What follows belongs to an exercise in optimizing a design on an open flow for small area; a production flow would make more cautious choices. Function was checked by simulation only, so behaviour that the tests miss may differ from the original. Power is estimated from default activity; no workload was simulated.

**flow/run.sh**
```bash
#!/bin/bash
# synth_recipe.tcl (not shown) runs the flow's synth.tcl, then flattens the netlist and writes it again
# the make line also repeats each setting of config.mk as NAME=value (left out here)
make -C /OpenROAD-flow-scripts/flow DESIGN_CONFIG=/design/flow/config.mk WORK_HOME=/design/flow/orfs CLKGATE_MAP_FILE= SYNTH_SCRIPT=/design/flow/synth_recipe.tcl finish
```
**flow/config.mk**
```make
export PLATFORM = sky130hd
export DESIGN_NAME = cfg_commit_ctrl
export DESIGN_NICKNAME = cfg_commit_ctrl
export VERILOG_FILES = /design/flow/design.v
export SDC_FILE = /design/flow/constraint.sdc
export NUM_CORES = 4
export LEC_CHECK = 0
export CAP_MARGIN = 20
export CORE_MARGIN = 2
export CORE_UTILIZATION = 40
export SLEW_MARGIN = 20
```
**flow/constraint.sdc**
```tcl
create_clock -name core_clock -period 10.0 [get_ports {clk}]
set_input_delay 2.0000 -clock core_clock [delete_from_list [all_inputs] [get_ports {clk}]]
set_output_delay 2.0000 -clock core_clock [all_outputs]
set_load 0.01 [all_outputs]
```
**flow/design.v**
```verilog
package efi_cfg_pkg;
    localparam int unsigned NUM_REGS = 16;
    localparam int unsigned REG_W    = 16;
    localparam int unsigned ADDR_W   = 4;
    localparam int unsigned BUSY_W   = 6;
    localparam int unsigned REG_MODE      = 0;
    localparam int unsigned REG_TOOTH_CNT = 1;
    localparam int unsigned REG_TOOTH_W   = 2;
    localparam int unsigned REG_MISSING   = 3;
    localparam int unsigned REG_TRIG_OFS  = 4;
    localparam int unsigned REG_QPR       = 5;
    localparam int unsigned REG_PHASE_A   = 6;
    localparam int unsigned REG_PHASE_B   = 7;
    localparam int unsigned REG_PHASE_C   = 8;
    localparam int unsigned REG_PHASE_D   = 9;
    localparam int unsigned REG_TIMING    = 10;
    localparam int unsigned REG_DWELL     = 11;
    localparam int unsigned REG_INJ_A_PW  = 12;
    localparam int unsigned REG_INJ_B_PW  = 13;
    typedef enum logic [2:0] {
        ERR_NONE    = 3'd0,
        ERR_ZERO    = 3'd1,
        ERR_MISSING = 3'd2,
        ERR_GEOM    = 3'd3,
        ERR_TIMEOUT = 3'd4,
        ERR_ABORT   = 3'd5
    } err_code_e;
    typedef enum logic [1:0] {
        ST_IDLE      = 2'd0,
        ST_VALIDATE  = 2'd1,
        ST_WAIT_SAFE = 2'd2,
        ST_COMMIT    = 2'd3
    } state_e;
    function automatic logic [REG_W-1:0] reg_default(input int unsigned idx);
        logic [REG_W-1:0] val;
        case (idx)
            REG_MODE:      val = 16'h0017;
            REG_TOOTH_CNT: val = 16'd60;
            REG_TOOTH_W:   val = 16'd128;
            REG_MISSING:   val = 16'd2;
            REG_QPR:       val = 16'd7680;
            REG_PHASE_B:   val = 16'd2560;
            REG_PHASE_C:   val = 16'd5120;
            REG_TIMING:    val = 16'd427;
            REG_DWELL:     val = 16'd960;
            REG_INJ_A_PW:  val = 16'd2000;
            default:       val = 16'd0;
        endcase
        reg_default = val;
    endfunction
    function automatic logic [NUM_REGS*REG_W-1:0] default_bank();
        logic [NUM_REGS*REG_W-1:0] bank;
        for (int unsigned i = 0; i < NUM_REGS; i++) begin
            bank[i*REG_W +: REG_W] = reg_default(i);
        end
        default_bank = bank;
    endfunction
endpackage
module cfg_geom_check
(
    input  logic [15:0] tooth_cnt,
    input  logic [15:0] tooth_w,
    input  logic [15:0] missing,
    input  logic [15:0] qpr,
    output logic        ok,
    output logic [2:0]  code
);
    logic [31:0] rev_counts;
    assign rev_counts = 32'(tooth_cnt) * 32'(tooth_w);
    always_comb begin
        code = efi_cfg_pkg::ERR_NONE;
        if (tooth_cnt == 16'd0 || qpr == 16'd0) begin
            code = efi_cfg_pkg::ERR_ZERO;
        end else if (missing >= tooth_cnt) begin
            code = efi_cfg_pkg::ERR_MISSING;
        end else if (rev_counts != 32'(qpr)) begin
            code = efi_cfg_pkg::ERR_GEOM;
        end
        ok = (code == efi_cfg_pkg::ERR_NONE);
    end
endmodule
module cfg_commit_ctrl
#(
    parameter int unsigned NREGS       = efi_cfg_pkg::NUM_REGS,
    parameter int unsigned TIMEOUT_CYC = 1000000
) (
    input  logic                   clk,
    input  logic                   rst_n,
    input  logic                   wr_en,
    input  logic [3:0]             wr_addr,
    input  logic [15:0]            wr_data,
    input  logic                   commit_req,
    input  logic                   abort,
    input  logic                   synced,
    input  logic                   trigger,
    input  logic [5:0]             outputs_busy,
    output logic [NREGS*16-1:0]    active_regs,
    output logic                   shadow_dirty,
    output logic                   commit_pending,
    output logic                   commit_done,
    output logic                   commit_err,
    output logic [2:0]             err_code
);
    localparam int unsigned BANK_W = NREGS * efi_cfg_pkg::REG_W;
    localparam int unsigned CNT_W  = (TIMEOUT_CYC > 2) ? $clog2(TIMEOUT_CYC) : 1;
    localparam logic [CNT_W-1:0]  TMO_LAST = CNT_W'(TIMEOUT_CYC - 1);
    localparam logic [BANK_W-1:0] DEF_BANK = BANK_W'(efi_cfg_pkg::default_bank());
    efi_cfg_pkg::state_e            state;
    efi_cfg_pkg::state_e            state_nxt;
    logic [BANK_W-1:0] shadow;
    logic [CNT_W-1:0]  tmo_cnt;
    logic              geom_ok;
    logic [2:0]        geom_code;
    logic              safe;
    logic              tmo_hit;
    logic              do_copy;
    logic              set_err;
    logic              clr_err;
    efi_cfg_pkg::err_code_e         err_nxt;
    cfg_geom_check u_geom (
        .tooth_cnt (shadow[efi_cfg_pkg::REG_TOOTH_CNT*efi_cfg_pkg::REG_W +: efi_cfg_pkg::REG_W]),
        .tooth_w   (shadow[efi_cfg_pkg::REG_TOOTH_W*efi_cfg_pkg::REG_W +: efi_cfg_pkg::REG_W]),
        .missing   (shadow[efi_cfg_pkg::REG_MISSING*efi_cfg_pkg::REG_W +: efi_cfg_pkg::REG_W]),
        .qpr       (shadow[efi_cfg_pkg::REG_QPR*efi_cfg_pkg::REG_W +: efi_cfg_pkg::REG_W]),
        .ok        (geom_ok),
        .code      (geom_code)
    );
    assign safe    = !synced || (trigger && (outputs_busy == 6'd0));
    assign tmo_hit = (tmo_cnt == TMO_LAST);
    always_ff @(posedge clk) begin
        if (!rst_n) begin
            state <= efi_cfg_pkg::ST_IDLE;
        end else begin
            state <= state_nxt;
        end
    end
    always_comb begin
        state_nxt = state;
        unique case (state)
            efi_cfg_pkg::ST_IDLE: begin
                if (commit_req && !abort) state_nxt = efi_cfg_pkg::ST_VALIDATE;
            end
            efi_cfg_pkg::ST_VALIDATE: begin
                if (abort || !geom_ok) state_nxt = efi_cfg_pkg::ST_IDLE;
                else                   state_nxt = efi_cfg_pkg::ST_WAIT_SAFE;
            end
            efi_cfg_pkg::ST_WAIT_SAFE: begin
                if (abort)        state_nxt = efi_cfg_pkg::ST_IDLE;
                else if (safe)    state_nxt = efi_cfg_pkg::ST_COMMIT;
                else if (tmo_hit) state_nxt = efi_cfg_pkg::ST_IDLE;
            end
            efi_cfg_pkg::ST_COMMIT: begin
                state_nxt = efi_cfg_pkg::ST_IDLE;
            end
            default: state_nxt = efi_cfg_pkg::ST_IDLE;
        endcase
    end
    always_comb begin
        do_copy = 1'b0;
        set_err = 1'b0;
        clr_err = 1'b0;
        err_nxt = efi_cfg_pkg::ERR_NONE;
        unique case (state)
            efi_cfg_pkg::ST_IDLE: begin
                clr_err = commit_req && !abort;
            end
            efi_cfg_pkg::ST_VALIDATE: begin
                if (abort) begin
                    set_err = 1'b1;
                    err_nxt = efi_cfg_pkg::ERR_ABORT;
                end else if (!geom_ok) begin
                    set_err = 1'b1;
                    err_nxt = efi_cfg_pkg::err_code_e'(geom_code);
                end
            end
            efi_cfg_pkg::ST_WAIT_SAFE: begin
                if (abort) begin
                    set_err = 1'b1;
                    err_nxt = efi_cfg_pkg::ERR_ABORT;
                end else if (!safe && tmo_hit) begin
                    set_err = 1'b1;
                    err_nxt = efi_cfg_pkg::ERR_TIMEOUT;
                end
            end
            efi_cfg_pkg::ST_COMMIT: begin
                do_copy = 1'b1;
            end
            default: ;
        endcase
    end
    always_ff @(posedge clk) begin
        if (!rst_n) begin
            tmo_cnt <= '0;
        end else if (state == efi_cfg_pkg::ST_WAIT_SAFE) begin
            tmo_cnt <= tmo_cnt + CNT_W'(1);
        end else begin
            tmo_cnt <= '0;
        end
    end
    always_ff @(posedge clk) begin
        if (!rst_n) begin
            shadow         <= DEF_BANK;
            active_regs    <= DEF_BANK;
            shadow_dirty   <= 1'b0;
            commit_pending <= 1'b0;
            commit_done    <= 1'b0;
            commit_err     <= 1'b0;
            err_code       <= efi_cfg_pkg::ERR_NONE;
        end else begin
            if (wr_en) begin
                shadow[int'(wr_addr)*efi_cfg_pkg::REG_W +: efi_cfg_pkg::REG_W] <= wr_data;
            end
            if (do_copy) begin
                active_regs <= shadow;
            end
            if (wr_en) begin
                shadow_dirty <= 1'b1;
            end else if (do_copy) begin
                shadow_dirty <= 1'b0;
            end
            commit_pending <= (state_nxt != efi_cfg_pkg::ST_IDLE);
            commit_done    <= do_copy;
            if (set_err) begin
                commit_err <= 1'b1;
                err_code   <= err_nxt;
            end else if (clr_err) begin
                commit_err <= 1'b0;
                err_code   <= efi_cfg_pkg::ERR_NONE;
            end
        end
    end
endmodule
```
==> parameters.txt <==
Parameter                              Value

Outcome
  Run status  timing/DRC/antenna clean

Routing
  Drt drc    0
  Initial DRC Count    1217
  Iteration count of the initial detailed-routing pass    5
  Remaining antenna violation count    0
  Number of vias per cell after detailed routing    5.10
  Final wirelength    87300 um
  Total via count after detailed routing    21.6k
  Final routed wire length divided by cell count    20.6 um

Worst setup path
  Slowest-stage cell, CP    dfxtp_1
  Most numerous cell on the critical path    fa_1
  Count of cells along the worst register-to-register path    19
  Setup CP Type    reg2reg
  Critical Path RT    10500 ps
  Critical R2R Capture    err_code[0]$_SDFFE_PN0P_
  Kind of start point of the critical path    flop
  Arrival time at the worst endpoint    7880 ps
  Cells traversed along the worst timing path    nand2_1 > fa_1 > fa_1 > fa_1 > fa_1 > fa_1 > fa_1 > inv_1 > ha_1 > a21oi_1 > o21ai_0 > a21oi_1 > o41a_1 > o211ai_1 > a2111oi_2 > nand4_1 > nor2_2 > a31o_4 > mux2_4
  FF-to-FF Start    shadow[27]$_SDFFE_PN0P_
  Register-to-Register Setup Slack    2620 ps
  Nature of the critical path endpoint    flop
  Maximum fanout count along the critical path    20
  CP peak stage delay    960 ps

Logic synthesis
  Post-Synth XOR/XNOR Area    0.0140
  Post-synthesis share of cell area spent on full adders, half adders and majority gates    0.186
  Most area-hungry cell type in the Yosys netlist    dfxtp_1
  Proportion of synthesized chip area in sequential cells    0.367
  Fraction of synthesis flops using an asynchronous set or reset pin    0
  Post-Synthesis Cells    3073
  Post-synthesis compound-gate area fraction    0.0728
  Area share of and/or/nand/nor cells after synthesis    0.194
  Primary flip-flop cell chosen by synthesis mapping    dfxtp_1
  Number of distinct library cells after synthesis    64
  Post-synthesis mux area share    0.111
  Count of yosys warnings during synthesis    2
  Seq cells post-synth    541
  Post-synthesis net count    3427
  Area share of the largest cell type after synthesis    0.367
  Number of enable flip-flop cells after synthesis    0
  Cell area after synthesis    0.0295 mm^2
  Mean instance size in the synthesized netlist    9.59 um^2
  Leading post-synthesis cells by cell area    dfxtp_1 (37%), fa_1 (13%), mux2i_1 (11%)
  Dominant combinational cell family by area after synthesis    simple AND/OR/NAND/NOR gates

Die
  Width of the die    275 um
  Height of the die    275 um
  Number of top-level pins    296
  Count of standard-cell rows    99
  Core box area    0.0730 mm^2
  Effective utilization at floorplan    0.404
  Area of the die    0.0759 mm^2

GRT
  Total global routing overflow    0
  Number of global-route vias before repair    22.4k
  First-pass GRT wire length    133000 um
  Largest net degree at the start of global routing    290
  GRT Overall Usage    0.228
  Antenna violations before repair    5

Finish
  Number of fillers in the final layout    6734
  Share of the core filled with cells in the final layout    0.479
  Share of post-route cells with drive strength above 1    0.0469
  Commonest non-fill, non-tap cell in the layout    dfxtp_1
  Layout-stage area growth over the synthesis result    18.6%
  Number of nets in the layout    3591
  Most frequent cells in the layout    dfxtp_1 (541), nor2b_1 (405), nand2_1 (403), mux2i_1 (325), clkdlybuf4s50_1 (289)
  Final instance count without filler cells    4241

Run
  Maximum Capacitance Violations    0

Timing
  Transition time at the pin with the least slew margin    1110 ps
  Number of failing setup endpoints in the final timing report    0
  Fin. Hold Viols    0
  Rel. slew slack    0.260
  Max Clk Rate    135 MHz
  Final period utilization    0.738
  Pins Over Slew Limit    0
  Time the final worst path needs with I/O delays and setup    7380 ps
  Worst clock skew on the final layout    25.6 ps
  Unrepaired setup endpoints after global routing    no
  Setup Total Neg Slack    0 ps

CTS
  Buffer depth of the longest clock path    3
  Post-CTS setup buffer count    0
  Number of buffers created by CTS    56
  H-tree depth    2
  Buffer type at the clock tree root    clkbuf_16
  Number of hold buffers added after cts    0
  Clk Latency, worst-skew pair    620 ps
  Number of gates resized after CTS    0
  Count of clock tree sinks    541
  Clock transition time at the flip-flop clock pins of the worst setup and hold paths    60 ps
  CTS tree    built

Place
  Number of buffers added on ports    295
  Post-DP HPWL    60200 um
  Instance count after placement with tap cells included    4137
  Placer's final routability congestion estimate    0.873

Power
  Clock Power Share    0.449
  Seq pwr share    0.474
  Part of the power in combinational logic    0.077
  Internal power of the cells    3520 uW
  Max IR drop VDD    0.133 mV
  Power density normalized to cell area    133 mW/mm^2
  LEAKAGE    0.0122 uW
  Switching share of power    0.242
  Switching power    1130 uW

Hold path
  Classification of the worst-slack hold path    reg2reg
  Hold Path Stages    2
  Source of the worst hold timing path    shadow[163]$_SDFFE_PN1P_
  Worst hold endpoint    shadow[163]$_SDFFE_PN1P_
## worst max path at each step
stage	start	end	slack (ps)	cells past startpoint
floorplan	shadow[33]$_SDFFE_PN0P_	err_code[0]$_SDFFE_PN0P_	3490	24
global placement	shadow[29]$_SDFFE_PN0P_	err_code[0]$_SDFFE_PN0P_	2870	21
detailed placement	shadow[27]$_SDFFE_PN0P_	err_code[0]$_SDFFE_PN0P_	2760	19
CTS	shadow[27]$_SDFFE_PN0P_	err_code[0]$_SDFFE_PN0P_	2750	19
global route	shadow[27]$_SDFFE_PN0P_	err_code[0]$_SDFFE_PN0P_	2350	19
finish	shadow[27]$_SDFFE_PN0P_	err_code[0]$_SDFFE_PN0P_	2620	19
## cell families after synthesis
logic type	count (synthesis)
adders and majority gates	321
DFF	541
xor gates and xnor gates	47
AOI/OAI and AO/OA	302
buffers and inverters	427
muxes	327
and+or+nand+nor	1108
## synthesized netlist by cell type, types with 6 or more instances
master    count
a21boi_0     49
a21o_1       15
a21oi_1      37
a22oi_1     115
a31oi_1       8
and2_1      104
and3_1        9
buf_1        38
buf_2        11
clkbuf_1    170
dfxtp_1     541
fa_1        194
ha_1        127
inv_1       206
mux2i_1     325
nand2_1     403
nand2b_1      6
nand3_1      54
nand4_1      21
nor2_1       65
nor2b_1     405
nor3_1       10
nor4_1       10
o21ai_0      26
xnor2_1      21
xor2_1       26
## power by group through the flow
stage | clock (uW) | combinational (uW) | sequential [uW]
floorplan | 0 | 246 | 2240
global placement | 0 | 349 | 2250
detailed placement | 0 | 356 | 2250
CTS | 2130 | 358 | 2200
global route | 2220 | 386 | 2200
finish | 2090 | 356 | 2200
## registers in the layout (all words and copies together), names as in the netlist
name            cells
active_regs       256
shadow            256
tmo_cnt            20
err_code            3
state               2
commit_done         1
commit_err          1
commit_pending      1
shadow_dirty        1
## cell type report
cell class                      instances  area (um^2)  area share
Timing Repair Buffer                  327         3210      0.0918
Multi-Input combinational cell       2105        17100       0.489
Clock inverter                         20          206     0.00591
Antenna cell                            1         2.50   0.0000716
Tap cell                              959         1200      0.0343
Inverter                              206          773      0.0221
Clock buffer                           82         1650      0.0472
Sequential cell                       541        10800       0.310
## worst max-delay path: cells and delay by family, from the launching register on
family / cells / cell delay, ps
AO/OA/AOI/OAI: 7 / 1790
adder cells (fa/ha/maj): 7 / 3530
buffers and inverters: 1 / 60
flip-flops: 1 / 960
multiplexers: 1 / 300
AND/OR/NAND/NOR: 3 / 640
## through the flow
| stage | hold WS, ps | instance area [um^2] | total power (uW) | setup slack, ps |
|---|---|---|---|---|
| after floorplan | 426 | 29500 | 2480 | 3490 |
| after global placement | 438 | 33000 | 2600 | 2870 |
| after detailed placement | 453 | 33100 | 2610 | 2760 |
| after CTS | 471 | 34900 | 4690 | 2750 |
| after global routing | 485 | 35000 | 4810 | 2350 |
| final | 465 | 35000 | 4640 | 2620 |
## layer usage
layer	part of all wire	track usage
met1	0.42	0.281
met2	0.49	0.390
met3	0.064	0.0620
met4	0.029	0.0684
met5	0.00041	0

[port drivers added, routing unchanged]
How much do the figures lean on ideal ports? The routed layout below was timed once more, with nothing changed but the port constraints. Step 1 sets driving cells, clkbuf_16 on the clock port and buf_2 on the other inputs (assumed; they add their load-dependent delay and slew). Step 2 adds t to the input delays and takes it off the output delays; t is the mean of the earliest and latest rising clock arrival at the registers after step 1. Input paths then give back, and output paths get back, about the clock's delay inside the block. Slacks: ideal / step 1 / step 2; pairs: ideal / step 1.
t, ns: 0.666
slack for setup (ns): 2.618 / 2.618 / 2.618
latest minus earliest clock arrival (ns): 0.030 / 0.030
slew at the worst register clock pin (ns): 0.06 / 0.06
After both steps setup and hold are still met in this run. The setup slack of this run moves by 0.000 ns with the drivers and by 0.000 ns with both steps.
